From an optimization exercise on the open Yosys and OpenROAD flow, aimed at small area; shortcuts taken in it are not production practice.
Only simulation tests tie the RTL to the original design; equivalence was not proved.
Power and IR drop assume default switching activity.

## violet
## valu_top
module valu_top (
  input  logic                   clk,
  input  logic                   reset,
  input  logic                   in_valid,
  input  valu_op_pkg::vop_e      in_op,
  input  logic                   in_frac,
  input  logic                   in_half,
  input  logic [(4 * 16)-1:0] in_a,
  input  logic [(4 * 16)-1:0] in_b,
  output logic                   result_valid,
  output logic [(4 * 16)-1:0] result
);
==> flow/config.mk <==
export PLATFORM = sky130hd
export DESIGN_NAME = valu_top
export DESIGN_NICKNAME = valu_top
export VERILOG_FILES = /design/flow/design.v
export SDC_FILE = /design/flow/constraint.sdc
export NUM_CORES = 4
export LEC_CHECK = 0
export ABC_AREA = 1
export CAP_MARGIN = 20
export CORE_MARGIN = 2
export CORE_UTILIZATION = 40
export SLEW_MARGIN = 20
export SYNTH_HIERARCHICAL = 1
==> flow/constraint.sdc <==
create_clock -name core_clock -period 7.0 [get_ports {clk}]
set_input_delay 1.4000 -clock core_clock [delete_from_list [all_inputs] [get_ports {clk}]]
set_output_delay 1.4000 -clock core_clock [all_outputs]
set_load 0.01 [all_outputs]
run.sh (not shown) runs the stock make flow with config.mk's settings and CLKGATE_MAP_FILE= SYNTH_SCRIPT=/design/flow/synth_recipe.tcl, a recipe that flattens the netlist after the stock synthesis.
violet reached the final stage; the timing, design-rule and antenna checks on its layout passed.
For onyx, these inputs were changed with respect to violet:
# violet
export LEC_CHECK = 0
export ABC_AREA = 1
export CAP_MARGIN = 20
export CORE_MARGIN = 2
export CORE_UTILIZATION = 40
export SLEW_MARGIN = 20
export SYNTH_HIERARCHICAL = 1
create_clock -name core_clock -period 7.0 [get_ports {clk}]
# onyx
export LEC_CHECK = 0
export ABC_AREA = 1
export CAP_MARGIN = 20
export CORE_MARGIN = 2
export CORE_UTILIZATION = 55
export SLEW_MARGIN = 20
export SYNTH_HIERARCHICAL = 1
create_clock -name core_clock -period 7.0 [get_ports {clk}]
==> flow/flow/run.sh (new file) <==
#!/bin/bash
# The standard layout with the standard synthesis unchanged, with two changes:
#  - the port buffers are plain buf_1 cells (buffer_ports otherwise picks a delay-buffer cell)
#  - clock tree synthesis adds no dummy loads at the clock tree leaves
# The make output (every tool's log is also kept under orfs/logs) goes to standard.log.
set -euo pipefail
bash standard.sh \
  BUFFER_PORTS_ARGS="-buffer_cell sky130_fd_sc_hd__buf_1" \
  CTS_ARGS="-sink_clustering_enable -repair_clock_nets -dont_use_dummy_load" \
  finish > standard.log 2>&1
==> flow/standard.sh (new file) <==
#!/bin/bash
# synth_recipe.tcl (not shown) runs the flow's synth.tcl, then flattens the netlist and writes it again
# the make line also repeats each setting of config.mk as NAME=value (left out here)
make -C /OpenROAD-flow-scripts/flow DESIGN_CONFIG=/design/flow/config.mk WORK_HOME=/design/flow/orfs CLKGATE_MAP_FILE= SYNTH_SCRIPT=/design/flow/synth_recipe.tcl "${@:-finish}"
removed: flow/run.sh
--- outcome ---
Delta (onyx minus violet): global-route total usage across every layer picked up an extra 8.0 points; maximum frequency lost about 1.1%; sequential portion of the cell area picked up an extra 0.99 points; final non-filler cell area lost 5.3%; final cell count without fillers lost 452. In the metrics for onyx and violet, the one carrying the higher part of the cycle the worst path needs is onyx. Total length of routed met3 wires in onyx is 1.5 mm above violet. Time the final worst path needs with I/O delays and setup for onyx is higher than for violet. Cell count after placement (onyx vs. violet) decreases by a few percent. violet -> onyx: power decreased by a few percent.
Setup changes, onyx to fjord
# onyx
export LEC_CHECK = 0
export ABC_AREA = 1
export CAP_MARGIN = 20
export CORE_MARGIN = 2
export CORE_UTILIZATION = 55
export SLEW_MARGIN = 20
export SYNTH_HIERARCHICAL = 1
create_clock -name core_clock -period 7.0 [get_ports {clk}]
# fjord
export LEC_CHECK = 0
export ABC_AREA = 1
export CAP_MARGIN = 20
export CORE_MARGIN = 2
export CORE_UTILIZATION = 40
export SLEW_MARGIN = 20
export SYNTH_HIERARCHICAL = 1
create_clock -name core_clock -period 7.0 [get_ports {clk}]
--- a/flow/flow/run.sh
+++ b/flow/flow/run.sh
@@ -8,3 +8,3 @@
   BUFFER_PORTS_ARGS="-buffer_cell sky130_fd_sc_hd__buf_1" \
-  CTS_ARGS="-sink_clustering_enable -repair_clock_nets -dont_use_dummy_load" \
+  CTS_ARGS="-sink_clustering_enable -repair_clock_nets -dont_use_dummy_load -sink_clustering_size 24 -sink_clustering_max_diameter 80" \
   finish > standard.log 2>&1
### Flow results
Cells: fjord has more instances than onyx. Going from onyx to fjord, the clock network area share was found to have gone down by 0.67 points. fjord gives more setup slack than onyx did. Comparing onyx against fjord, there is no change at all in count of flip-flops with a built-in enable after synthesis. In fjord, the count of clock-buffer cells in the layout came out 25% below the value in onyx. fjord reports a higher largest fanout of any net on the critical path than onyx does. fjord ended up with q1[52] as its termination of the worst setup path; onyx ended up with q1[16]. Comparing onyx and fjord, the higher share of power burned in combinational logic was measured on fjord. Changes observed in fjord relative to onyx: first-pass GRT wire length +1.6%, sequential share of layout area ~0 delta, non-clock buffer count +12, power -0.30 mW.

[re-timing with driven ports]
In the flow no input, the clock included, has a driving cell. The finished layouts below were timed again as built, in two steps. Step 1 sets driving cells, clkbuf_16 on the clock port and buf_2 on the other inputs (assumed; they add their load-dependent delay and slew). Step 2, shift: input delay + t, output delay - t, t = (earliest + latest rising clock arrival at the registers) / 2. This alone moves slack from input paths to output paths. a / b / c = no drivers / after step 1 / after step 2; a / b = the first two.
| run | t (ns) | slack for setup (ns) | latest minus earliest clock arrival (ns) | worst slew at a driven data input, ns | cell pins on the clock port's net |
|---|---|---|---|---|---|
| violet | 0.706 | 0.472 / 0.472 / 0.472 | 0.029 / 0.029 | 0.08 | 1 |
| onyx | 0.661 | 0.399 / 0.399 / 0.399 | 0.062 / 0.062 | 0.08 | 1 |
| fjord | 0.666 | 0.471 / 0.471 / 0.471 | 0.059 / 0.060 | 0.05 | 1 |
After both steps every run listed still meets setup and hold.
